This is an optimization exercise on Yosys and OpenROAD, whose aim is small area, a short achievable clock period and few clock cycles per item, not a production implementation. The RTL of this run was laid out without a check of its function. Power is estimated from default activity; no workload was simulated.

--- flow/config.mk ---
export PLATFORM = sky130hd
export DESIGN_NAME = bicubic_resampler
export DESIGN_NICKNAME = bicubic_resampler
export VERILOG_FILES = /design/flow/design.v
export SDC_FILE = /design/flow/constraint.sdc
export NUM_CORES = 4
export LEC_CHECK = 0
export ABC_CLOCK_PERIOD_IN_PS = 4000
export CAP_MARGIN = 20
export CORE_MARGIN = 2
export CORE_UTILIZATION = 40
export SETUP_SLACK_MARGIN = 5
export SLEW_MARGIN = 20
export SYNTH_HIERARCHICAL = 1
--- flow/flow/run.sh ---
#!/bin/bash
set -euo pipefail
sed 's/ SETUP_SLACK_MARGIN=[0-9.]* / SETUP_SLACK_MARGIN=6.0 /' standard.sh > standard_margin.sh
grep -q 'SETUP_SLACK_MARGIN=6.0' standard_margin.sh
bash standard_margin.sh > standard.log 2>&1
--- flow/standard.sh ---
#!/bin/bash
# synth_recipe.tcl (not shown) runs the flow's synth.tcl, then flattens the netlist and writes it again
# the make line also repeats each setting of config.mk as NAME=value (left out here)
make -C /OpenROAD-flow-scripts/flow DESIGN_CONFIG=/design/flow/config.mk WORK_HOME=/design/flow/orfs CLKGATE_MAP_FILE= SYNTH_SCRIPT=/design/flow/synth_recipe.tcl "${@:-finish}"
--- flow/constraint.sdc ---
create_clock -name core_clock -period 10.0 [get_ports {CLK}]
set_input_delay 2.0000 -clock core_clock [delete_from_list [all_inputs] [get_ports {CLK}]]
set_output_delay 2.0000 -clock core_clock [all_outputs]
set_load 0.01 [all_outputs]
--- flow/design.v ---
`default_nettype none
package bicubic_pkg;
    localparam int PIX_W  = 8;
    localparam int FRAC_W = 8;    
    localparam int LEN_W  = 7;    
    typedef logic [PIX_W-1:0]  pix_t;
    typedef logic [FRAC_W-1:0] frac_t;
    typedef struct packed {
        pix_t p0;
        pix_t p1;
        pix_t p2;
        pix_t p3;
    } win_t;
    typedef struct packed {
        win_t  win;
        frac_t frac;
    } cubic_req_t;
    typedef enum logic [2:0] {
        ST_IDLE    = 3'd0,   
        ST_FILL    = 3'd1,   
        ST_DIVIDE  = 3'd2,   
        ST_ISSUE   = 3'd3,   
        ST_ADVANCE = 3'd4,   
        ST_DONE    = 3'd5    
    } ctrl_state_t;
endpackage
`default_nettype wire
`timescale 1ns/1ps
`default_nettype none
module csa_fa (input wire a, input wire b, input wire c, output wire s, output wire co);
    assign s  = a ^ b ^ c;
    assign co = (a & b) | (a & c) | (b & c);
endmodule
module csa_ha (input wire a, input wire b, output wire s, output wire co);
    assign s  = a ^ b;
    assign co = a & b;
endmodule
module bicubic_tree1 (
    input wire [10:0] au,
    input wire [7:0] x,
    input wire [10:0] a,
    input wire [9:0] s,
    output wire [11:0] ya,
    output wire [11:0] yb,
    output wire yc
);
    wire [19:0] e = {{2{s[9]}}, s, 8'd0} - {a[10], a, 8'd0} - {2'd0, x, 10'd0};
    wire t1;
    wire t2;
    wire t3;
    wire t4;
    wire t5;
    wire t6;
    wire t7;
    wire t8;
    wire t9;
    wire t10;
    wire t11;
    wire t12;
    wire t13;
    wire t14;
    wire t15;
    wire t16;
    wire t17;
    wire t18;
    wire t19;
    wire t20;
    wire t21;
    wire t22;
    wire t23;
    wire t24;
    wire t25;
    wire t26;
    wire t27;
    wire t28;
    wire t29;
    wire t30;
    wire t31;
    wire t32;
    wire t33;
    wire t34;
    wire t35;
    wire t36;
    wire t37;
    wire t38;
    wire t39;
    wire t40;
    wire t41;
    wire t42;
    wire t43;
    wire t44;
    wire t45;
    wire t46;
    wire t47;
    wire t48;
    wire t49;
    wire t50;
    wire t51;
    wire t52;
    wire t53;
    wire t54;
    wire t55;
    wire t56;
    wire t57;
    wire t58;
    wire t59;
    wire t60;
    wire t61;
    wire t62;
    wire t63;
    wire t64;
    wire t65;
    wire t66;
    wire t67;
    wire t68;
    wire t69;
    wire t70;
    wire t71;
    wire t72;
    wire t73;
    wire t74;
    wire t75;
    wire t76;
    wire t77;
    wire t78;
    wire t79;
    wire t80;
    wire t81;
    wire t82;
    wire t83;
    wire t84;
    wire t85;
    wire t86;
    wire t87;
    wire t88;
    wire t89;
    wire t90;
    wire t91;
    wire t92;
    wire t93;
    wire t94;
    wire t95;
    wire t96;
    wire t97;
    wire t98;
    wire t99;
    wire t100;
    wire t101;
    wire t102;
    wire t103;
    wire t104;
    wire t105;
    wire t106;
    wire t107;
    wire t108;
    wire t109;
    wire t110;
    wire t111;
    wire t112;
    wire t113;
    wire t114;
    wire t115;
    wire t116;
    wire t117;
    wire t118;
    wire t119;
    wire t120;
    wire t121;
    wire t122;
    wire t123;
    wire t124;
    wire t125;
    wire t126;
    wire t127;
    wire t128;
    wire t129;
    wire t130;
    wire t131;
    wire t132;
    wire t133;
    wire t134;
    wire t135;
    wire t136;
    wire t137;
    wire t138;
    wire t139;
    wire t140;
    wire t141;
    wire t142;
    wire t143;
    wire t144;
    wire t145;
    wire t146;
    wire t147;
    wire t148;
    wire t149;
    wire t150;
    wire t151;
    wire t152;
    wire t153;
    wire t154;
    csa_ha ht1 (.a((au[0] & x[5])), .b((au[1] & x[4])), .s(t1), .co(t2));
    csa_fa ft3 (.a((au[0] & x[6])), .b((au[1] & x[5])), .c((au[2] & x[4])), .s(t3), .co(t4));
    csa_ha ht5 (.a((au[3] & x[3])), .b((au[4] & x[2])), .s(t5), .co(t6));
    csa_fa ft7 (.a((au[0] & x[7])), .b((au[1] & x[6])), .c((au[2] & x[5])), .s(t7), .co(t8));
    csa_fa ft9 (.a((au[3] & x[4])), .b((au[4] & x[3])), .c((au[5] & x[2])), .s(t9), .co(t10));
    csa_ha ht11 (.a((au[6] & x[1])), .b((au[7] & x[0])), .s(t11), .co(t12));
    csa_fa ft13 (.a((au[1] & x[7])), .b((au[2] & x[6])), .c((au[3] & x[5])), .s(t13), .co(t14));
    csa_fa ft15 (.a((au[4] & x[4])), .b((au[5] & x[3])), .c((au[6] & x[2])), .s(t15), .co(t16));
    csa_fa ft17 (.a((au[7] & x[1])), .b((au[8] & x[0])), .c(e[8]), .s(t17), .co(t18));
    csa_fa ft19 (.a((au[2] & x[7])), .b((au[3] & x[6])), .c((au[4] & x[5])), .s(t19), .co(t20));
    csa_fa ft21 (.a((au[5] & x[4])), .b((au[6] & x[3])), .c((au[7] & x[2])), .s(t21), .co(t22));
    csa_fa ft23 (.a((au[8] & x[1])), .b((au[9] & x[0])), .c(e[9]), .s(t23), .co(t24));
    csa_fa ft25 (.a((au[10] & x[0])), .b((au[3] & x[7])), .c((au[4] & x[6])), .s(t25), .co(t26));
    csa_fa ft27 (.a((au[5] & x[5])), .b((au[6] & x[4])), .c((au[7] & x[3])), .s(t27), .co(t28));
    csa_fa ft29 (.a((au[8] & x[2])), .b((au[9] & x[1])), .c(e[10]), .s(t29), .co(t30));
    csa_fa ft31 (.a((au[10] & x[1])), .b((au[4] & x[7])), .c((au[5] & x[6])), .s(t31), .co(t32));
    csa_fa ft33 (.a((au[6] & x[5])), .b((au[7] & x[4])), .c((au[8] & x[3])), .s(t33), .co(t34));
    csa_ha ht35 (.a((au[9] & x[2])), .b(e[11]), .s(t35), .co(t36));
    csa_fa ft37 (.a((au[10] & x[2])), .b((au[5] & x[7])), .c((au[6] & x[6])), .s(t37), .co(t38));
    csa_fa ft39 (.a((au[7] & x[5])), .b((au[8] & x[4])), .c((au[9] & x[3])), .s(t39), .co(t40));
    csa_fa ft41 (.a((au[10] & x[3])), .b((au[6] & x[7])), .c((au[7] & x[6])), .s(t41), .co(t42));
    csa_ha ht43 (.a((au[0] & x[3])), .b((au[1] & x[2])), .s(t43), .co(t44));
    csa_fa ft45 (.a((au[0] & x[4])), .b((au[1] & x[3])), .c((au[2] & x[2])), .s(t45), .co(t46));
    csa_ha ht47 (.a((au[3] & x[1])), .b((au[4] & x[0])), .s(t47), .co(t48));
    csa_fa ft49 (.a((au[2] & x[3])), .b((au[3] & x[2])), .c((au[4] & x[1])), .s(t49), .co(t50));
    csa_fa ft51 (.a((au[5] & x[0])), .b(t1), .c(e[5]), .s(t51), .co(t52));
    csa_fa ft53 (.a((au[5] & x[1])), .b((au[6] & x[0])), .c(t2), .s(t53), .co(t54));
    csa_fa ft55 (.a(t5), .b(t3), .c(e[6]), .s(t55), .co(t56));
    csa_fa ft57 (.a(t6), .b(t11), .c(t4), .s(t57), .co(t58));
    csa_fa ft59 (.a(t7), .b(t9), .c(e[7]), .s(t59), .co(t60));
    csa_fa ft61 (.a(t12), .b(t10), .c(t8), .s(t61), .co(t62));
    csa_fa ft63 (.a(t13), .b(t15), .c(t17), .s(t63), .co(t64));
    csa_fa ft65 (.a(t14), .b(t16), .c(t19), .s(t65), .co(t66));
    csa_fa ft67 (.a(t21), .b(t18), .c(t23), .s(t67), .co(t68));
    csa_fa ft69 (.a(t20), .b(t22), .c(t25), .s(t69), .co(t70));
    csa_fa ft71 (.a(t27), .b(t24), .c(t29), .s(t71), .co(t72));
    csa_fa ft73 (.a(t26), .b(t28), .c(t31), .s(t73), .co(t74));
    csa_fa ft75 (.a(t33), .b(t35), .c(t30), .s(t75), .co(t76));
    csa_fa ft77 (.a(t32), .b(t34), .c(t37), .s(t77), .co(t78));
    csa_fa ft79 (.a(t39), .b(e[12]), .c(t36), .s(t79), .co(t80));
    csa_fa ft81 (.a((au[8] & x[5])), .b((au[9] & x[4])), .c(t38), .s(t81), .co(t82));
    csa_fa ft83 (.a(t40), .b(t41), .c(e[13]), .s(t83), .co(t84));
    csa_fa ft85 (.a((au[10] & x[4])), .b((au[7] & x[7])), .c((au[8] & x[6])), .s(t85), .co(t86));
    csa_fa ft87 (.a((au[9] & x[5])), .b(t42), .c(e[14]), .s(t87), .co(t88));
    csa_fa ft89 (.a((au[10] & x[5])), .b((au[8] & x[7])), .c((au[9] & x[6])), .s(t89), .co(t90));
    csa_ha ht91 (.a((au[0] & x[2])), .b((au[1] & x[1])), .s(t91), .co(t92));
    csa_fa ft93 (.a((au[2] & x[1])), .b((au[3] & x[0])), .c(t43), .s(t93), .co(t94));
    csa_fa ft95 (.a(t44), .b(t47), .c(t45), .s(t95), .co(t96));
    csa_fa ft97 (.a(t48), .b(t46), .c(t49), .s(t97), .co(t98));
    csa_fa ft99 (.a(t50), .b(t53), .c(t52), .s(t99), .co(t100));
    csa_fa ft101 (.a(t54), .b(t57), .c(t56), .s(t101), .co(t102));
    csa_fa ft103 (.a(t58), .b(t61), .c(t60), .s(t103), .co(t104));
    csa_fa ft105 (.a(t62), .b(t65), .c(t64), .s(t105), .co(t106));
    csa_fa ft107 (.a(t66), .b(t69), .c(t68), .s(t107), .co(t108));
    csa_fa ft109 (.a(t70), .b(t73), .c(t72), .s(t109), .co(t110));
    csa_fa ft111 (.a(t74), .b(t77), .c(t79), .s(t111), .co(t112));
    csa_fa ft113 (.a(t81), .b(t78), .c(t83), .s(t113), .co(t114));
    csa_fa ft115 (.a(t85), .b(t82), .c(t84), .s(t115), .co(t116));
    csa_fa ft117 (.a(t86), .b(t89), .c(e[15]), .s(t117), .co(t118));
    csa_fa ft119 (.a((au[10] & x[6])), .b((au[9] & x[7])), .c(t90), .s(t119), .co(t120));
    csa_ha ht121 (.a((au[0] & x[1])), .b((au[1] & x[0])), .s(t121), .co(t122));
    csa_fa ft123 (.a((au[2] & x[0])), .b(t91), .c(e[2]), .s(t123), .co(t124));
    csa_fa ft125 (.a(t92), .b(e[3]), .c(t93), .s(t125), .co(t126));
    csa_fa ft127 (.a(t94), .b(e[4]), .c(t95), .s(t127), .co(t128));
    csa_fa ft129 (.a(t96), .b(t97), .c(t51), .s(t129), .co(t130));
    csa_fa ft131 (.a(t98), .b(t55), .c(t99), .s(t131), .co(t132));
    csa_fa ft133 (.a(t59), .b(t100), .c(t101), .s(t133), .co(t134));
    csa_fa ft135 (.a(t102), .b(t103), .c(t63), .s(t135), .co(t136));
    csa_fa ft137 (.a(t104), .b(t67), .c(t105), .s(t137), .co(t138));
    csa_fa ft139 (.a(t71), .b(t106), .c(t107), .s(t139), .co(t140));
    csa_fa ft141 (.a(t75), .b(t108), .c(t109), .s(t141), .co(t142));
    csa_fa ft143 (.a(t76), .b(t111), .c(t110), .s(t143), .co(t144));
    csa_fa ft145 (.a(t80), .b(t113), .c(t112), .s(t145), .co(t146));
    csa_fa ft147 (.a(t87), .b(t114), .c(t115), .s(t147), .co(t148));
    csa_fa ft149 (.a(t88), .b(t117), .c(t116), .s(t149), .co(t150));
    csa_fa ft151 (.a(e[16]), .b(t119), .c(t118), .s(t151), .co(t152));
    csa_fa ft153 (.a((au[10] & x[7])), .b(e[17]), .c(t120), .s(t153), .co(t154));
    wire [19:0] ra = {e[19], t154, t152, t150, t148, t146, t144, t142, t140, t138, t136, t134, t132, t130, t128, t126, t124, t122, t121, (au[0] & x[0])};
    wire [19:0] rb = {1'b0, e[18], t153, t151, t149, t147, t145, t143, t141, t139, t137, t135, t133, t131, t129, t127, t125, t123, e[1], e[0]};
    wire [8:0] lo = {1'b0, ra[7:0]} + {1'b0, rb[7:0]};
    assign ya = ra[19:8];
    assign yb = rb[19:8];
    assign yc = lo[8];
endmodule
module bicubic_tree2 (
    input wire [11:0] hu,
    input wire [7:0] x,
    input wire [8:0] c,
    output wire [10:0] ya,
    output wire [10:0] yb,
    output wire yc
);
    wire [18:0] e = {{2{c[8]}}, c, 8'd0} - {x, 11'd0};
    wire t1;
    wire t2;
    wire t3;
    wire t4;
    wire t5;
    wire t6;
    wire t7;
    wire t8;
    wire t9;
    wire t10;
    wire t11;
    wire t12;
    wire t13;
    wire t14;
    wire t15;
    wire t16;
    wire t17;
    wire t18;
    wire t19;
    wire t20;
    wire t21;
    wire t22;
    wire t23;
    wire t24;
    wire t25;
    wire t26;
    wire t27;
    wire t28;
    wire t29;
    wire t30;
    wire t31;
    wire t32;
    wire t33;
    wire t34;
    wire t35;
    wire t36;
    wire t37;
    wire t38;
    wire t39;
    wire t40;
    wire t41;
    wire t42;
    wire t43;
    wire t44;
    wire t45;
    wire t46;
    wire t47;
    wire t48;
    wire t49;
    wire t50;
    wire t51;
    wire t52;
    wire t53;
    wire t54;
    wire t55;
    wire t56;
    wire t57;
    wire t58;
    wire t59;
    wire t60;
    wire t61;
    wire t62;
    wire t63;
    wire t64;
    wire t65;
    wire t66;
    wire t67;
    wire t68;
    wire t69;
    wire t70;
    wire t71;
    wire t72;
    wire t73;
    wire t74;
    wire t75;
    wire t76;
    wire t77;
    wire t78;
    wire t79;
    wire t80;
    wire t81;
    wire t82;
    wire t83;
    wire t84;
    wire t85;
    wire t86;
    wire t87;
    wire t88;
    wire t89;
    wire t90;
    wire t91;
    wire t92;
    wire t93;
    wire t94;
    wire t95;
    wire t96;
    wire t97;
    wire t98;
    wire t99;
    wire t100;
    wire t101;
    wire t102;
    wire t103;
    wire t104;
    wire t105;
    wire t106;
    wire t107;
    wire t108;
    wire t109;
    wire t110;
    wire t111;
    wire t112;
    wire t113;
    wire t114;
    wire t115;
    wire t116;
    wire t117;
    wire t118;
    wire t119;
    wire t120;
    wire t121;
    wire t122;
    wire t123;
    wire t124;
    wire t125;
    wire t126;
    wire t127;
    wire t128;
    wire t129;
    wire t130;
    wire t131;
    wire t132;
    wire t133;
    wire t134;
    wire t135;
    wire t136;
    wire t137;
    wire t138;
    wire t139;
    wire t140;
    wire t141;
    wire t142;
    wire t143;
    wire t144;
    wire t145;
    wire t146;
    wire t147;
    wire t148;
    wire t149;
    wire t150;
    wire t151;
    wire t152;
    wire t153;
    wire t154;
    wire t155;
    wire t156;
    wire t157;
    wire t158;
    wire t159;
    wire t160;
    wire t161;
    wire t162;
    wire t163;
    wire t164;
    wire t165;
    wire t166;
    wire t167;
    wire t168;
    csa_ha ht1 (.a(e[5]), .b((hu[0] & x[5])), .s(t1), .co(t2));
    csa_fa ft3 (.a(e[6]), .b((hu[0] & x[6])), .c((hu[1] & x[5])), .s(t3), .co(t4));
    csa_ha ht5 (.a((hu[2] & x[4])), .b((hu[3] & x[3])), .s(t5), .co(t6));
    csa_fa ft7 (.a(e[7]), .b((hu[0] & x[7])), .c((hu[1] & x[6])), .s(t7), .co(t8));
    csa_fa ft9 (.a((hu[2] & x[5])), .b((hu[3] & x[4])), .c((hu[4] & x[3])), .s(t9), .co(t10));
    csa_ha ht11 (.a((hu[5] & x[2])), .b((hu[6] & x[1])), .s(t11), .co(t12));
    csa_fa ft13 (.a(e[8]), .b((hu[1] & x[7])), .c((hu[2] & x[6])), .s(t13), .co(t14));
    csa_fa ft15 (.a((hu[3] & x[5])), .b((hu[4] & x[4])), .c((hu[5] & x[3])), .s(t15), .co(t16));
    csa_fa ft17 (.a((hu[6] & x[2])), .b((hu[7] & x[1])), .c((hu[8] & x[0])), .s(t17), .co(t18));
    csa_fa ft19 (.a(e[9]), .b((hu[2] & x[7])), .c((hu[3] & x[6])), .s(t19), .co(t20));
    csa_fa ft21 (.a((hu[4] & x[5])), .b((hu[5] & x[4])), .c((hu[6] & x[3])), .s(t21), .co(t22));
    csa_fa ft23 (.a((hu[7] & x[2])), .b((hu[8] & x[1])), .c((hu[9] & x[0])), .s(t23), .co(t24));
    csa_fa ft25 (.a(e[10]), .b((hu[10] & x[0])), .c((hu[3] & x[7])), .s(t25), .co(t26));
    csa_fa ft27 (.a((hu[4] & x[6])), .b((hu[5] & x[5])), .c((hu[6] & x[4])), .s(t27), .co(t28));
    csa_fa ft29 (.a((hu[7] & x[3])), .b((hu[8] & x[2])), .c((hu[9] & x[1])), .s(t29), .co(t30));
    csa_fa ft31 (.a(e[11]), .b((hu[10] & x[1])), .c((hu[11] & x[0])), .s(t31), .co(t32));
    csa_fa ft33 (.a((hu[4] & x[7])), .b((hu[5] & x[6])), .c((hu[6] & x[5])), .s(t33), .co(t34));
    csa_fa ft35 (.a((hu[7] & x[4])), .b((hu[8] & x[3])), .c((hu[9] & x[2])), .s(t35), .co(t36));
    csa_fa ft37 (.a(e[12]), .b((hu[10] & x[2])), .c((hu[11] & x[1])), .s(t37), .co(t38));
    csa_fa ft39 (.a((hu[5] & x[7])), .b((hu[6] & x[6])), .c((hu[7] & x[5])), .s(t39), .co(t40));
    csa_ha ht41 (.a((hu[8] & x[4])), .b((hu[9] & x[3])), .s(t41), .co(t42));
    csa_fa ft43 (.a(e[13]), .b((hu[10] & x[3])), .c((hu[11] & x[2])), .s(t43), .co(t44));
    csa_fa ft45 (.a((hu[6] & x[7])), .b((hu[7] & x[6])), .c((hu[8] & x[5])), .s(t45), .co(t46));
    csa_fa ft47 (.a(e[14]), .b((hu[10] & x[4])), .c((hu[11] & x[3])), .s(t47), .co(t48));
    csa_ha ht49 (.a(e[3]), .b((hu[0] & x[3])), .s(t49), .co(t50));
    csa_fa ft51 (.a(e[4]), .b((hu[0] & x[4])), .c((hu[1] & x[3])), .s(t51), .co(t52));
    csa_ha ht53 (.a((hu[2] & x[2])), .b((hu[3] & x[1])), .s(t53), .co(t54));
    csa_fa ft55 (.a((hu[1] & x[4])), .b((hu[2] & x[3])), .c((hu[3] & x[2])), .s(t55), .co(t56));
    csa_fa ft57 (.a((hu[4] & x[1])), .b((hu[5] & x[0])), .c(t1), .s(t57), .co(t58));
    csa_fa ft59 (.a((hu[4] & x[2])), .b((hu[5] & x[1])), .c((hu[6] & x[0])), .s(t59), .co(t60));
    csa_fa ft61 (.a(t2), .b(t5), .c(t3), .s(t61), .co(t62));
    csa_fa ft63 (.a((hu[7] & x[0])), .b(t6), .c(t11), .s(t63), .co(t64));
    csa_fa ft65 (.a(t4), .b(t7), .c(t9), .s(t65), .co(t66));
    csa_fa ft67 (.a(t12), .b(t10), .c(t8), .s(t67), .co(t68));
    csa_fa ft69 (.a(t13), .b(t15), .c(t17), .s(t69), .co(t70));
    csa_fa ft71 (.a(t14), .b(t16), .c(t18), .s(t71), .co(t72));
    csa_fa ft73 (.a(t19), .b(t21), .c(t23), .s(t73), .co(t74));
    csa_fa ft75 (.a(t20), .b(t22), .c(t24), .s(t75), .co(t76));
    csa_fa ft77 (.a(t25), .b(t27), .c(t29), .s(t77), .co(t78));
    csa_fa ft79 (.a(t26), .b(t28), .c(t30), .s(t79), .co(t80));
    csa_fa ft81 (.a(t31), .b(t33), .c(t35), .s(t81), .co(t82));
    csa_fa ft83 (.a(t41), .b(t32), .c(t34), .s(t83), .co(t84));
    csa_fa ft85 (.a(t36), .b(t37), .c(t39), .s(t85), .co(t86));
    csa_fa ft87 (.a((hu[9] & x[4])), .b(t42), .c(t38), .s(t87), .co(t88));
    csa_fa ft89 (.a(t40), .b(t43), .c(t45), .s(t89), .co(t90));
    csa_fa ft91 (.a((hu[7] & x[7])), .b((hu[8] & x[6])), .c((hu[9] & x[5])), .s(t91), .co(t92));
    csa_fa ft93 (.a(t44), .b(t46), .c(t47), .s(t93), .co(t94));
    csa_fa ft95 (.a(e[15]), .b((hu[10] & x[5])), .c((hu[11] & x[4])), .s(t95), .co(t96));
    csa_fa ft97 (.a((hu[8] & x[7])), .b((hu[9] & x[6])), .c(t48), .s(t97), .co(t98));
    csa_fa ft99 (.a(e[16]), .b((hu[10] & x[6])), .c((hu[11] & x[5])), .s(t99), .co(t100));
    csa_ha ht101 (.a(e[2]), .b((hu[0] & x[2])), .s(t101), .co(t102));
    csa_fa ft103 (.a((hu[1] & x[2])), .b((hu[2] & x[1])), .c((hu[3] & x[0])), .s(t103), .co(t104));
    csa_fa ft105 (.a((hu[4] & x[0])), .b(t50), .c(t53), .s(t105), .co(t106));
    csa_fa ft107 (.a(t54), .b(t52), .c(t55), .s(t107), .co(t108));
    csa_fa ft109 (.a(t56), .b(t59), .c(t58), .s(t109), .co(t110));
    csa_fa ft111 (.a(t60), .b(t63), .c(t62), .s(t111), .co(t112));
    csa_fa ft113 (.a(t64), .b(t66), .c(t67), .s(t113), .co(t114));
    csa_fa ft115 (.a(t68), .b(t70), .c(t71), .s(t115), .co(t116));
    csa_fa ft117 (.a(t72), .b(t74), .c(t75), .s(t117), .co(t118));
    csa_fa ft119 (.a(t76), .b(t78), .c(t79), .s(t119), .co(t120));
    csa_fa ft121 (.a(t80), .b(t82), .c(t83), .s(t121), .co(t122));
    csa_fa ft123 (.a(t84), .b(t86), .c(t87), .s(t123), .co(t124));
    csa_fa ft125 (.a(t91), .b(t88), .c(t90), .s(t125), .co(t126));
    csa_fa ft127 (.a(t92), .b(t95), .c(t94), .s(t127), .co(t128));
    csa_fa ft129 (.a((hu[9] & x[7])), .b(t96), .c(t99), .s(t129), .co(t130));
    csa_fa ft131 (.a(e[17]), .b((hu[10] & x[7])), .c((hu[11] & x[6])), .s(t131), .co(t132));
    csa_ha ht133 (.a(e[1]), .b((hu[0] & x[1])), .s(t133), .co(t134));
    csa_fa ft135 (.a((hu[1] & x[1])), .b((hu[2] & x[0])), .c(t101), .s(t135), .co(t136));
    csa_fa ft137 (.a(t102), .b(t49), .c(t103), .s(t137), .co(t138));
    csa_fa ft139 (.a(t104), .b(t51), .c(t105), .s(t139), .co(t140));
    csa_fa ft141 (.a(t106), .b(t57), .c(t107), .s(t141), .co(t142));
    csa_fa ft143 (.a(t108), .b(t61), .c(t109), .s(t143), .co(t144));
    csa_fa ft145 (.a(t65), .b(t110), .c(t111), .s(t145), .co(t146));
    csa_fa ft147 (.a(t69), .b(t112), .c(t113), .s(t147), .co(t148));
    csa_fa ft149 (.a(t73), .b(t114), .c(t115), .s(t149), .co(t150));
    csa_fa ft151 (.a(t77), .b(t116), .c(t117), .s(t151), .co(t152));
    csa_fa ft153 (.a(t81), .b(t118), .c(t119), .s(t153), .co(t154));
    csa_fa ft155 (.a(t85), .b(t120), .c(t121), .s(t155), .co(t156));
    csa_fa ft157 (.a(t89), .b(t122), .c(t123), .s(t157), .co(t158));
    csa_fa ft159 (.a(t93), .b(t124), .c(t125), .s(t159), .co(t160));
    csa_fa ft161 (.a(t97), .b(t126), .c(t127), .s(t161), .co(t162));
    csa_fa ft163 (.a(t98), .b(t129), .c(t128), .s(t163), .co(t164));
    csa_fa ft165 (.a(t100), .b(t131), .c(t130), .s(t165), .co(t166));
    csa_fa ft167 (.a(e[18]), .b((hu[11] & x[7])), .c(t132), .s(t167), .co(t168));
    wire [18:0] ra = {t166, t164, t162, t160, t158, t156, t154, t152, t150, t148, t146, t144, t142, t140, t138, t136, t134, t133, e[0]};
    wire [18:0] rb = {t167, t165, t163, t161, t159, t157, t155, t153, t151, t149, t147, t145, t143, t141, t139, t137, t135, (hu[1] & x[0]), (hu[0] & x[0])};
    wire [8:0] lo = {1'b0, ra[7:0]} + {1'b0, rb[7:0]};
    assign ya = ra[18:8];
    assign yb = rb[18:8];
    assign yc = lo[8];
endmodule
module bicubic_tree3 (
    input wire [10:0] hu,
    input wire [7:0] x,
    input wire [7:0] p,
    output wire [9:0] ya,
    output wire [9:0] yb,
    output wire yc
);
    wire [18:0] e = {2'd0, p, 9'h100} - {1'd0, x, 10'd0};
    wire t1;
    wire t2;
    wire t3;
    wire t4;
    wire t5;
    wire t6;
    wire t7;
    wire t8;
    wire t9;
    wire t10;
    wire t11;
    wire t12;
    wire t13;
    wire t14;
    wire t15;
    wire t16;
    wire t17;
    wire t18;
    wire t19;
    wire t20;
    wire t21;
    wire t22;
    wire t23;
    wire t24;
    wire t25;
    wire t26;
    wire t27;
    wire t28;
    wire t29;
    wire t30;
    wire t31;
    wire t32;
    wire t33;
    wire t34;
    wire t35;
    wire t36;
    wire t37;
    wire t38;
    wire t39;
    wire t40;
    wire t41;
    wire t42;
    wire t43;
    wire t44;
    wire t45;
    wire t46;
    wire t47;
    wire t48;
    wire t49;
    wire t50;
    wire t51;
    wire t52;
    wire t53;
    wire t54;
    wire t55;
    wire t56;
    wire t57;
    wire t58;
    wire t59;
    wire t60;
    wire t61;
    wire t62;
    wire t63;
    wire t64;
    wire t65;
    wire t66;
    wire t67;
    wire t68;
    wire t69;
    wire t70;
    wire t71;
    wire t72;
    wire t73;
    wire t74;
    wire t75;
    wire t76;
    wire t77;
    wire t78;
    wire t79;
    wire t80;
    wire t81;
    wire t82;
    wire t83;
    wire t84;
    wire t85;
    wire t86;
    wire t87;
    wire t88;
    wire t89;
    wire t90;
    wire t91;
    wire t92;
    wire t93;
    wire t94;
    wire t95;
    wire t96;
    wire t97;
    wire t98;
    wire t99;
    wire t100;
    wire t101;
    wire t102;
    wire t103;
    wire t104;
    wire t105;
    wire t106;
    wire t107;
    wire t108;
    wire t109;
    wire t110;
    wire t111;
    wire t112;
    wire t113;
    wire t114;
    wire t115;
    wire t116;
    wire t117;
    wire t118;
    wire t119;
    wire t120;
    wire t121;
    wire t122;
    wire t123;
    wire t124;
    wire t125;
    wire t126;
    wire t127;
    wire t128;
    wire t129;
    wire t130;
    wire t131;
    wire t132;
    wire t133;
    wire t134;
    wire t135;
    wire t136;
    wire t137;
    wire t138;
    wire t139;
    wire t140;
    wire t141;
    wire t142;
    wire t143;
    wire t144;
    wire t145;
    wire t146;
    wire t147;
    wire t148;
    wire t149;
    wire t150;
    wire t151;
    wire t152;
    wire t153;
    wire t154;
    csa_ha ht1 (.a(e[5]), .b((hu[0] & x[5])), .s(t1), .co(t2));
    csa_fa ft3 (.a(e[6]), .b((hu[0] & x[6])), .c((hu[1] & x[5])), .s(t3), .co(t4));
    csa_ha ht5 (.a((hu[2] & x[4])), .b((hu[3] & x[3])), .s(t5), .co(t6));
    csa_fa ft7 (.a(e[7]), .b((hu[0] & x[7])), .c((hu[1] & x[6])), .s(t7), .co(t8));
    csa_fa ft9 (.a((hu[2] & x[5])), .b((hu[3] & x[4])), .c((hu[4] & x[3])), .s(t9), .co(t10));
    csa_ha ht11 (.a((hu[5] & x[2])), .b((hu[6] & x[1])), .s(t11), .co(t12));
    csa_fa ft13 (.a(e[8]), .b((hu[1] & x[7])), .c((hu[2] & x[6])), .s(t13), .co(t14));
    csa_fa ft15 (.a((hu[3] & x[5])), .b((hu[4] & x[4])), .c((hu[5] & x[3])), .s(t15), .co(t16));
    csa_fa ft17 (.a((hu[6] & x[2])), .b((hu[7] & x[1])), .c((hu[8] & x[0])), .s(t17), .co(t18));
    csa_fa ft19 (.a(e[9]), .b((hu[2] & x[7])), .c((hu[3] & x[6])), .s(t19), .co(t20));
    csa_fa ft21 (.a((hu[4] & x[5])), .b((hu[5] & x[4])), .c((hu[6] & x[3])), .s(t21), .co(t22));
    csa_fa ft23 (.a((hu[7] & x[2])), .b((hu[8] & x[1])), .c((hu[9] & x[0])), .s(t23), .co(t24));
    csa_fa ft25 (.a(e[10]), .b((hu[10] & x[0])), .c((hu[3] & x[7])), .s(t25), .co(t26));
    csa_fa ft27 (.a((hu[4] & x[6])), .b((hu[5] & x[5])), .c((hu[6] & x[4])), .s(t27), .co(t28));
    csa_fa ft29 (.a((hu[7] & x[3])), .b((hu[8] & x[2])), .c((hu[9] & x[1])), .s(t29), .co(t30));
    csa_fa ft31 (.a(e[11]), .b((hu[10] & x[1])), .c((hu[4] & x[7])), .s(t31), .co(t32));
    csa_fa ft33 (.a((hu[5] & x[6])), .b((hu[6] & x[5])), .c((hu[7] & x[4])), .s(t33), .co(t34));
    csa_ha ht35 (.a((hu[8] & x[3])), .b((hu[9] & x[2])), .s(t35), .co(t36));
    csa_fa ft37 (.a(e[12]), .b((hu[10] & x[2])), .c((hu[5] & x[7])), .s(t37), .co(t38));
    csa_fa ft39 (.a((hu[6] & x[6])), .b((hu[7] & x[5])), .c((hu[8] & x[4])), .s(t39), .co(t40));
    csa_fa ft41 (.a(e[13]), .b((hu[10] & x[3])), .c((hu[6] & x[7])), .s(t41), .co(t42));
    csa_ha ht43 (.a(e[3]), .b((hu[0] & x[3])), .s(t43), .co(t44));
    csa_fa ft45 (.a(e[4]), .b((hu[0] & x[4])), .c((hu[1] & x[3])), .s(t45), .co(t46));
    csa_ha ht47 (.a((hu[2] & x[2])), .b((hu[3] & x[1])), .s(t47), .co(t48));
    csa_fa ft49 (.a((hu[1] & x[4])), .b((hu[2] & x[3])), .c((hu[3] & x[2])), .s(t49), .co(t50));
    csa_fa ft51 (.a((hu[4] & x[1])), .b((hu[5] & x[0])), .c(t1), .s(t51), .co(t52));
    csa_fa ft53 (.a((hu[4] & x[2])), .b((hu[5] & x[1])), .c((hu[6] & x[0])), .s(t53), .co(t54));
    csa_fa ft55 (.a(t2), .b(t5), .c(t3), .s(t55), .co(t56));
    csa_fa ft57 (.a((hu[7] & x[0])), .b(t6), .c(t11), .s(t57), .co(t58));
    csa_fa ft59 (.a(t4), .b(t7), .c(t9), .s(t59), .co(t60));
    csa_fa ft61 (.a(t12), .b(t10), .c(t8), .s(t61), .co(t62));
    csa_fa ft63 (.a(t13), .b(t15), .c(t17), .s(t63), .co(t64));
    csa_fa ft65 (.a(t14), .b(t16), .c(t18), .s(t65), .co(t66));
    csa_fa ft67 (.a(t19), .b(t21), .c(t23), .s(t67), .co(t68));
    csa_fa ft69 (.a(t20), .b(t22), .c(t24), .s(t69), .co(t70));
    csa_fa ft71 (.a(t25), .b(t27), .c(t29), .s(t71), .co(t72));
    csa_fa ft73 (.a(t35), .b(t26), .c(t28), .s(t73), .co(t74));
    csa_fa ft75 (.a(t30), .b(t31), .c(t33), .s(t75), .co(t76));
    csa_fa ft77 (.a((hu[9] & x[3])), .b(t36), .c(t32), .s(t77), .co(t78));
    csa_fa ft79 (.a(t34), .b(t37), .c(t39), .s(t79), .co(t80));
    csa_fa ft81 (.a((hu[7] & x[6])), .b((hu[8] & x[5])), .c((hu[9] & x[4])), .s(t81), .co(t82));
    csa_fa ft83 (.a(t38), .b(t40), .c(t41), .s(t83), .co(t84));
    csa_fa ft85 (.a(e[14]), .b((hu[10] & x[4])), .c((hu[7] & x[7])), .s(t85), .co(t86));
    csa_fa ft87 (.a((hu[8] & x[6])), .b((hu[9] & x[5])), .c(t42), .s(t87), .co(t88));
    csa_fa ft89 (.a(e[15]), .b((hu[10] & x[5])), .c((hu[8] & x[7])), .s(t89), .co(t90));
    csa_ha ht91 (.a(e[2]), .b((hu[0] & x[2])), .s(t91), .co(t92));
    csa_fa ft93 (.a((hu[1] & x[2])), .b((hu[2] & x[1])), .c((hu[3] & x[0])), .s(t93), .co(t94));
    csa_fa ft95 (.a((hu[4] & x[0])), .b(t44), .c(t47), .s(t95), .co(t96));
    csa_fa ft97 (.a(t48), .b(t46), .c(t49), .s(t97), .co(t98));
    csa_fa ft99 (.a(t50), .b(t53), .c(t52), .s(t99), .co(t100));
    csa_fa ft101 (.a(t54), .b(t57), .c(t56), .s(t101), .co(t102));
    csa_fa ft103 (.a(t58), .b(t60), .c(t61), .s(t103), .co(t104));
    csa_fa ft105 (.a(t62), .b(t64), .c(t65), .s(t105), .co(t106));
    csa_fa ft107 (.a(t66), .b(t68), .c(t69), .s(t107), .co(t108));
    csa_fa ft109 (.a(t70), .b(t72), .c(t73), .s(t109), .co(t110));
    csa_fa ft111 (.a(t74), .b(t76), .c(t77), .s(t111), .co(t112));
    csa_fa ft113 (.a(t81), .b(t78), .c(t80), .s(t113), .co(t114));
    csa_fa ft115 (.a(t82), .b(t85), .c(t84), .s(t115), .co(t116));
    csa_fa ft117 (.a((hu[9] & x[6])), .b(t86), .c(t89), .s(t117), .co(t118));
    csa_fa ft119 (.a(e[16]), .b((hu[10] & x[6])), .c((hu[9] & x[7])), .s(t119), .co(t120));
    csa_ha ht121 (.a(e[1]), .b((hu[0] & x[1])), .s(t121), .co(t122));
    csa_fa ft123 (.a((hu[1] & x[1])), .b((hu[2] & x[0])), .c(t91), .s(t123), .co(t124));
    csa_fa ft125 (.a(t92), .b(t43), .c(t93), .s(t125), .co(t126));
    csa_fa ft127 (.a(t94), .b(t45), .c(t95), .s(t127), .co(t128));
    csa_fa ft129 (.a(t96), .b(t51), .c(t97), .s(t129), .co(t130));
    csa_fa ft131 (.a(t98), .b(t55), .c(t99), .s(t131), .co(t132));
    csa_fa ft133 (.a(t59), .b(t100), .c(t101), .s(t133), .co(t134));
    csa_fa ft135 (.a(t63), .b(t102), .c(t103), .s(t135), .co(t136));
    csa_fa ft137 (.a(t67), .b(t104), .c(t105), .s(t137), .co(t138));
    csa_fa ft139 (.a(t71), .b(t106), .c(t107), .s(t139), .co(t140));
    csa_fa ft141 (.a(t75), .b(t108), .c(t109), .s(t141), .co(t142));
    csa_fa ft143 (.a(t79), .b(t110), .c(t111), .s(t143), .co(t144));
    csa_fa ft145 (.a(t83), .b(t112), .c(t113), .s(t145), .co(t146));
    csa_fa ft147 (.a(t87), .b(t114), .c(t115), .s(t147), .co(t148));
    csa_fa ft149 (.a(t88), .b(t117), .c(t116), .s(t149), .co(t150));
    csa_fa ft151 (.a(t90), .b(t119), .c(t118), .s(t151), .co(t152));
    csa_fa ft153 (.a(e[17]), .b((hu[10] & x[7])), .c(t120), .s(t153), .co(t154));
    wire [18:0] ra = {t154, t152, t150, t148, t146, t144, t142, t140, t138, t136, t134, t132, t130, t128, t126, t124, t122, t121, e[0]};
    wire [18:0] rb = {e[18], t153, t151, t149, t147, t145, t143, t141, t139, t137, t135, t133, t131, t129, t127, t125, t123, (hu[1] & x[0]), (hu[0] & x[0])};
    wire [9:0] lo = {1'b0, ra[8:0]} + {1'b0, rb[8:0]};
    assign ya = ra[18:9];
    assign yb = rb[18:9];
    assign yc = lo[9];
endmodule
`default_nettype wire
`timescale 1ns/1ps
`default_nettype none
module bicubic_resampler #(
    parameter int LEN_W = bicubic_pkg::LEN_W
) (
    input  wire logic              CLK,
    input  wire logic              RST,
    input  wire logic              start_i,
    input  wire logic [LEN_W-1:0]  src_len_i,
    input  wire logic [LEN_W-1:0]  dst_len_i,
    input  wire logic              src_valid_i,
    input  wire bicubic_pkg::pix_t src_pix_i,
    output logic                   src_ready_o,
    output logic                   out_valid_o,
    output bicubic_pkg::pix_t      out_pix_o,
    input  wire logic              out_ready_i,
    output logic                   done_o
);
    localparam int QN = 5;   
    logic             busy;        
    logic             done_r;
    logic [LEN_W-1:0] den;         
    logic [LEN_W-1:0] src_left;    
    logic             sl_nz;       
    logic [7:0]       nb;          
    logic             nbv;         
    logic [LEN_W-1:0] out_left;    
    logic             ol_nz;       
    logic             k8;          
    logic             loaded;      
    logic             filling;     
    logic [1:0]       fsh;         
    logic             out0;        
    logic             prep;        
    logic [QN-1:0]    oc;          
    logic [1:0]       dcnt;
    logic             ddone;
    logic [7:0]       kq;          
    logic [LEN_W-1:0] rr;          
    logic [LEN_W-1:0] dmr;         
    logic [7:0]       xr;          
    logic [7:0]       xn;          
    logic [LEN_W-1:0] en;          
    logic             sh;          
    logic [7:0]         p1, p2, p3;
    logic signed [10:0] ca;
    logic signed [9:0]  cs;        
    logic signed [8:0]  cc;
    logic start_go, pop, iss0, issr, iss, run, avail, step, take, win_sh;
    logic [7:0] npix;
    logic [7:0] x_in;
    assign start_go = start_i && !busy;
    assign pop      = out_valid_o && out_ready_i;
    assign run   = prep && ol_nz && !oc[QN-1];
    assign avail = nbv || !sl_nz;
    assign src_ready_o = sl_nz && (!nbv || filling || (run && sh));
    assign take  = src_ready_o && src_valid_i;
    assign step  = filling && avail;                      
    assign iss0  = busy && loaded && !out0;
    assign issr  = run && (!sh || avail);
    assign iss   = iss0 || issr;
    assign win_sh = (step && loaded) || (issr && sh);
    assign npix  = nbv ? nb : p3;
    assign x_in = out0 ? xr : 8'd0;
    logic [LEN_W+1:0] sd;          
    logic [LEN_W-1:0] r1, r2;
    logic [LEN_W:0]   t1, t2;
    logic             q1, q2;
    always_comb begin
        sd = {1'b0, src_len_i, 1'b0} + {2'b01, ~dst_len_i};
        t1 = {en, 1'b0};
        q1 = (t1 >= {1'b0, den});
        r1 = q1 ? LEN_W'(t1 - {1'b0, den}) : t1[LEN_W-1:0];
        t2 = {r1, 1'b0};
        q2 = (t2 >= {1'b0, den});
        r2 = q2 ? LEN_W'(t2 - {1'b0, den}) : t2[LEN_W-1:0];
    end
    logic       ecar;
    logic [8:0] xsum;
    logic [9:0] xcs;
    always_comb begin
        ecar = (en >= dmr);
        xcs  = {1'b0, xn, 1'b1} + {1'b0, kq, ecar};
        xsum = xcs[9:1];
    end
    logic busy_n, out0_n, ddone_n, filling_n, fin;
    always_comb begin
        fin       = pop && oc[0] && !oc[1] && !ol_nz;     
        busy_n    = start_go || (busy && !fin);
        out0_n    = !start_go && (out0 || iss0);
        ddone_n   = !start_go && (ddone || dcnt == 2'd3);
        filling_n = start_go || (filling && !(step && loaded && fsh == 2'd1));
    end
    always_ff @(posedge CLK) begin
        if (RST) begin
            busy    <= 1'b0;
            done_r  <= 1'b0;
            oc      <= '0;
            filling <= 1'b0;
            prep    <= 1'b0;
        end else begin
            busy    <= busy_n;
            filling <= filling_n;
            prep    <= busy_n && out0_n && ddone_n && !filling_n;
            if (start_go) done_r <= 1'b0;
            else if (fin) done_r <= 1'b1;
            if (iss && !pop) oc <= {oc[QN-2:0], 1'b1};
            else if (!iss && pop) oc <= {1'b0, oc[QN-1:1]};
        end
    end
    always_ff @(posedge CLK) begin
        out0  <= out0_n;
        ddone <= ddone_n;
        if (start_go) begin
            den      <= dst_len_i - 1'b1;
            k8       <= (src_len_i == dst_len_i);
            src_left <= src_len_i;
            sl_nz    <= 1'b1;
            nbv      <= 1'b0;
            out_left <= dst_len_i;
            ol_nz    <= 1'b1;
            loaded   <= 1'b0;
            fsh      <= (src_len_i == dst_len_i) ? 2'd3 : 2'd2;
            dcnt     <= 2'd0;
        end else begin
            if (take) begin
                src_left <= src_left - 1'b1;
                sl_nz    <= (src_left != LEN_W'(1));
                nb       <= src_pix_i;
                nbv      <= 1'b1;
            end else if (step || (issr && sh)) begin
                nbv      <= 1'b0;
            end
            if (iss) begin
                out_left <= out_left - 1'b1;
                ol_nz    <= (out_left != LEN_W'(1));
            end
            if (step) begin
                loaded <= 1'b1;
                if (loaded) fsh <= fsh - 1'b1;
            end
            if (!ddone) dcnt <= dcnt + 1'b1;
        end
    end
    always_ff @(posedge CLK) begin
        if (start_go) begin
            en <= sd[LEN_W+1] ? sd[LEN_W-1:0] : LEN_W'({src_len_i, 1'b0} - 2'd2);
            kq <= {7'd0, sd[LEN_W+1]};
        end else if (!ddone && dcnt != 2'd3) begin
            en <= r2;
            kq <= {kq[5:0], q1, q2};
        end else if (!ddone) begin
            kq  <= k8 ? 8'd0 : {kq[6:0], q1};
            rr  <= k8 ? '0 : r1;
            dmr <= k8 ? den : LEN_W'(den - r1);
            xr  <= k8 ? 8'd0 : {kq[6:0], q1};
            xn  <= k8 ? 8'd0 : {kq[5:0], q1, q2};
            en  <= k8 ? '0 : r2;
            sh  <= k8 | kq[6];
        end else if (issr) begin
            xr <= xn;
            xn <= xsum[7:0];
            en <= ecar ? LEN_W'(en - dmr) : LEN_W'(en + rr);
            sh <= xsum[8] | k8;
        end
    end
    logic signed [10:0] pa;
    logic signed [9:0]  ps;
    logic signed [8:0]  pc;
    bicubic_coef u_coef (.p1(p1), .p2(p2), .p3(p3), .pa(pa), .ps(ps), .pc(pc));
    always_ff @(posedge CLK) begin
        if (step && !loaded) begin
            p1 <= nb;
            p2 <= nb;
            p3 <= nb;
            ca <= '0;
            cs <= '0;
            cc <= '0;
        end else if (win_sh) begin
            p1 <= p2;
            p2 <= p3;
            p3 <= npix;
            ca <= pa + $signed({3'b0, npix});
            cs <= ps;
            cc <= pc;
        end
    end
    logic               v1, v2, v3;
    logic [11:0]        r1a, r1b;
    logic               r1c;
    logic [10:0]        r2a, r2b;
    logic               r2c;
    logic [9:0]         r3a, r3b;
    logic               r3c;
    logic signed [8:0]  c1;
    logic [7:0]         pp1, pp2;
    logic [7:0]         x1, x2;
    logic [11:0] t1a, t1b;
    logic        t1c;
    logic [10:0] t2a, t2b;
    logic        t2c;
    logic [9:0]  t3a, t3b;
    logic        t3c;
    logic [12:0] h1c;
    logic [11:0] h2c;
    logic [10:0] y3c;
    logic [11:0] h1;
    logic [10:0] h2;
    logic [9:0]  y3;
    logic [7:0]  res;
    bicubic_tree1 u_t1 (.au({~ca[10], ca[9:0]}), .x(x_in), .a(ca), .s(cs), .ya(t1a), .yb(t1b), .yc(t1c));
    assign h1c = {r1a, 1'b1} + {r1b, r1c};
    assign h1  = h1c[12:1];
    bicubic_tree2 u_t2 (.hu({~h1[11], h1[10:0]}), .x(x1), .c(c1), .ya(t2a), .yb(t2b), .yc(t2c));
    assign h2c = {r2a, 1'b1} + {r2b, r2c};
    assign h2  = h2c[11:1];
    bicubic_tree3 u_t3 (.hu({~h2[10], h2[9:0]}), .x(x2), .p(pp2), .ya(t3a), .yb(t3b), .yc(t3c));
    assign y3c = {r3a, 1'b1} + {r3b, r3c};
    assign y3  = y3c[10:1];
    assign res = y3[9] ? 8'd0 : (y3[8] ? 8'hff : y3[7:0]);
    always_ff @(posedge CLK) begin
        if (RST) begin
            v1 <= 1'b0;
            v2 <= 1'b0;
            v3 <= 1'b0;
        end else begin
            v1 <= iss;
            v2 <= v1;
            v3 <= v2;
        end
    end
    always_ff @(posedge CLK) begin
        r1a <= t1a;
        r1b <= t1b;
        r1c <= t1c;
        c1  <= cc;
        pp1 <= p1;
        x1  <= x_in;
        r2a <= t2a;
        r2b <= t2b;
        r2c <= t2c;
        pp2 <= pp1;
        x2  <= x1;
        r3a <= t3a;
        r3b <= t3b;
        r3c <= t3c;
    end
    logic [7:0] qe [QN];
    logic [QN-1:0] qv;
    logic [7:0] se [QN];
    logic [QN-1:0] sv;
    always_comb begin
        for (int i = 0; i < QN; i++) begin
            sv[i] = pop ? ((i + 1 < QN) ? qv[(i + 1) % QN] : 1'b0) : qv[i];
            se[i] = pop ? ((i + 1 < QN) ? qe[(i + 1) % QN] : qe[i]) : qe[i];
        end
    end
    always_ff @(posedge CLK) begin
        for (int i = 0; i < QN; i++) begin
            if (RST) begin
                qv[i] <= 1'b0;
            end else begin
                qv[i] <= sv[i] || (v3 && (i == 0 || sv[(i + QN - 1) % QN]));
            end
            qe[i] <= (v3 && !sv[i] && (i == 0 || sv[(i + QN - 1) % QN])) ? res : se[i];
        end
    end
    assign out_valid_o = qv[0];
    assign out_pix_o   = qe[0];
    assign done_o      = done_r;
endmodule
module bicubic_coef (
    input  wire logic [7:0]         p1,
    input  wire logic [7:0]         p2,
    input  wire logic [7:0]         p3,
    output logic signed [10:0]      pa,
    output logic signed [9:0]       ps,
    output logic signed [8:0]       pc
);
    assign pa = 11'sd3 * $signed({3'b0, p2}) - $signed({3'b0, p1}) - 11'sd3 * $signed({3'b0, p3});
    assign ps = $signed({2'b0, p1}) - 10'sd2 * $signed({2'b0, p2}) + $signed({2'b0, p3});
    assign pc = $signed({1'b0, p3}) - $signed({1'b0, p1});
endmodule
`default_nettype wire
==> run notes <==
## layer usage
metal | part of all wire, % | GRT usage, % | vias up
met4 | 2.6 | 5.556 | 0
li1 | - | - | 8348
met1 | 42 | 21.02 | 8715
met5 | 0 | 0 | -
met2 | 52 | 32.09 | 263
met3 | 3.2 | 2.252 | 103
## flip-flops by register name (all words and copies together), names as in the netlist, 9 cells and up
register,flops
r3a,10
c1,9
r1b,12
qe,40
cs,10
r2a,11
r2b,11
ca,11
r1a,12
cc,9
r3b,10
## power groups by stage
stage          logic [uW]  registers (uW)  clock network, uW
6_report             5510            1970               1400
2_1_floorplan        4180            1840                  0
5_1_grt              6150            2010               1480
3_5_place_dp         4760            1990                  0
4_1_cts              5160            1970               1430
3_3_place_gp         4650            1990                  0
## per-module statistics from Yosys (local to each module, per instance)
module | times used | area [um^2] | cells inside
bicubic_tree2 | 1 | 1235 | 186
bicubic_tree3 | 1 | 1239 | 181
csa_ha | 24 | 12.51 | 1
bicubic_resampler | 1 | 14560 | 1366
csa_fa | 214 | 20.02 | 1
bicubic_coef | 1 | 2031 | 259
bicubic_tree1 | 1 | 1639 | 231
## placed cells by master, fill, tap and decap left out, types with 22 or more instances in the layout
cell,n
ha_1,180
clkbuf_16,38
nand3_1,28
buf_4,70
conb_1,23
and2_1,252
xor2_1,38
fa_1,204
mux2_2,50
and2_4,28
a21o_1,22
nand2b_1,23
dfxtp_1,162
nor2_1,136
nor3_1,40
nor2b_1,23
inv_1,196
o21ai_0,62
xnor2_1,70
nand2_1,120
fa_2,53
edfxtp_1,135
a21oi_1,100
clkdlybuf4s50_1,33
## layout make-up
class	instances	area (um^2)
inverters	206	773.2
clock buffers	51	1041
flip-flops and latches	307	7515
multi-input cells	1834	17420
well taps	846	1059
clock inverters	17	222.7
fillers	5761	33650
repair buffers	119	1055
## critical path, cell delays in order, from the launching register on
cell and delay (ns):
edfxtp_1 0.50, ha_1 0.35, a21oi_2 0.17, o21bai_1 0.10
xnor2_1 0.14, fa_1 0.48, inv_1 0.05, fa_1 0.51
inv_1 0.07, ha_4 0.27, nand2_2 0.12, o2111ai_4 0.14
a21o_1 0.21, a21oi_1 0.17, xnor2_1 0.15, ha_2 0.34
nand3_1 0.10, nand2_1 0.07, a41oi_2 0.17, xor2_1 0.17
a21oi_1 0.08
## final timing paths
| check | cells past startpoint | startpoint | slack, ns | to |
|---|---|---|---|---|
| max reg2reg | 20 | p3[2] | 5.51 | ca[9] |
| min | 0 | pp1[2] | 0.32 | pp2[2] |
| max | 20 | p3[2] | 5.51 | ca[9] |
| min reg2reg | 0 | pp1[2] | 0.32 | pp2[2] |
## cells by family (layout without fill, tap and decap cells)
kind of cell             count (synthesis)  count (layout)  synth area share [%]
AND/OR/NAND/NOR                        745             745                 15.67
AO/OA/AOI/OAI                          409             410                 10.78
buffers and inverters                  339             393                 6.090
adder cells (fa/ha/maj)                458             458                 30.29
multiplexers                            71              71                 3.057
other                                    5              23               0.07422
flip-flops                             307             307                 29.64
XOR/XNOR                               127             127                 4.398
## what timing repair did
action / 4_1_cts / 5_1_grt
cloned: 0 / 1
gates resized for setup: 107 / 112
endpoints found under the hold margin: 0 / 0
endpoints found under the setup margin: 104 / 87
setup buffers: 41 / 34
pin swaps: 51 / 84
## stage by stage
stage	instances	utilization, %	cell area, um^2	total power [uW]
2_1_floorplan	2479	-	25580	6020
3_3_place_gp	3236	41.89	26280	6637
3_5_place_dp	3236	41.89	26280	6750
4_1_cts	3345	45.18	28340	8564
5_1_grt	3380	46.36	29080	9637
6_report	3380	46.36	29080	8878
==> run notes <==
status finished clean; Setup TNS Final 0 ns; Cell Pwr Density 305.3 nW/um^2; largest net degree at the start of global routing 34; fraction of layout cells with a size suffix above 1 17.40%; Worst Path Required 10.41 ns; Starting Density 40.31%; EDFF count, synth 135; WS Path Type flop to flop; fin crit share 44.95%; initial antenna violation count 0; Clock power frac 15.7%; DRT antenna net count 0; P_int 5039 uW; register bit total from synthesis 307; Fin. Hold Viols 0; most frequent cells after synthesis 281 x and2_1, 257 x fa_1, 205 x inv_1, 201 x ha_1, 172 x dfxtp_1; DR pass1 iterations 5; CTS clk-pin slew, worst paths 0.06 ns; port buffer count 37; clk sink count 307; Worst Path Max Fanout 5; Synth area leaders fa_1 20%, edfxtp_1 16%, dfxtp_1 14%; routed via count 17430; std cell rows 92; distinct cell type count after synthesis 87; routed wire length 57.28 mm; Place WS 5.218 ns; ant diodes 0; sequential area share after synthesis 29.64%; Yosys top cell by area fa_1; Area Growth Syn to Fin 15.00%; worst slew pin tran 1.019 ns; Sw Ratio 43.24%; Layout Nets 2991; Rel. slew slack 32.01%; final hold slack 0.3164 ns; synthesized cell area 25290 um^2; DRC Markers 0; Max-cap violations 0; Root Buffer Master clkbuf_16; core box area 62740 um^2; Final min period 4.495 ns; share of the synthesized area in the top cell type 20.34%; Die Width 255.5 um; Pleak 0.01268 uW; Ys Warns 9; die area 65250 um^2; Net Sw Power 3839 uW; Slew Limit Fails 0; FMAX 222.5 MHz; cell with the most instances after synthesis and2_1; Ports 38; RSZ-0062 raised after global routing yes; 1st-iter DRT viols 935; DR WL/cell 16.95 um; Longest Clk Path Bufs 3; worst setup margin 5.505 ns; Clk Latency, worst-skew pair 0.57 ns; syn avg cell area 10.28 um^2; Num CTS Buffers 38; Worst VDD drop 194.9 uV; CTS H-tree depth 2; Fin Clk Skew 0.03643 ns; arrival time worst endpoint 4.90 ns; Post-DP HPWL 43.33 mm; Overflow after GRT 0; Die Ht 255.5 um; number of global-route vias before repair 18370; CTS tree done; Synth Instances 2461; Synth async-reset ratio 0%; first-pass GRT wire length 93.45 mm; Setup crit end kind flop; startpoint types flop; HP Class flop to flop; Hold Buf Count CTS 0; final setup vio count 0; DR vias/cell 5.157; Seq pwr share 22.2%; Gate power share 62.1%; GP Congestion 0.8747; Tot GR Track Use 17.44%; ys flop type dfxtp_1

-- separate check: timing with driven ports --
No port has a modelled driver above. Below, the same layout with a new extraction and two added sets of constraints.
Step 1 assumes that a clkbuf_16 drives the clock port and a buf_2 every other input.
Step 2 also shifts input and output timing later by t, the mid clock arrival at the registers, as if the neighbouring blocks saw the same clock.
a / b / c = no drivers / after step 1 / after step 2; a / b = the first two.
t, ns: 0.611
setup slack, ns: 5.505 / 5.505 / 5.501
worst hold slack (ns): 0.316 / 0.316 / 0.316
latest minus earliest clock arrival (ns): 0.037 / 0.036
After both steps this run still meets setup and hold. For this run, drivers alone change the setup slack by 0.000 ns; drivers and shift together by -0.004 ns.
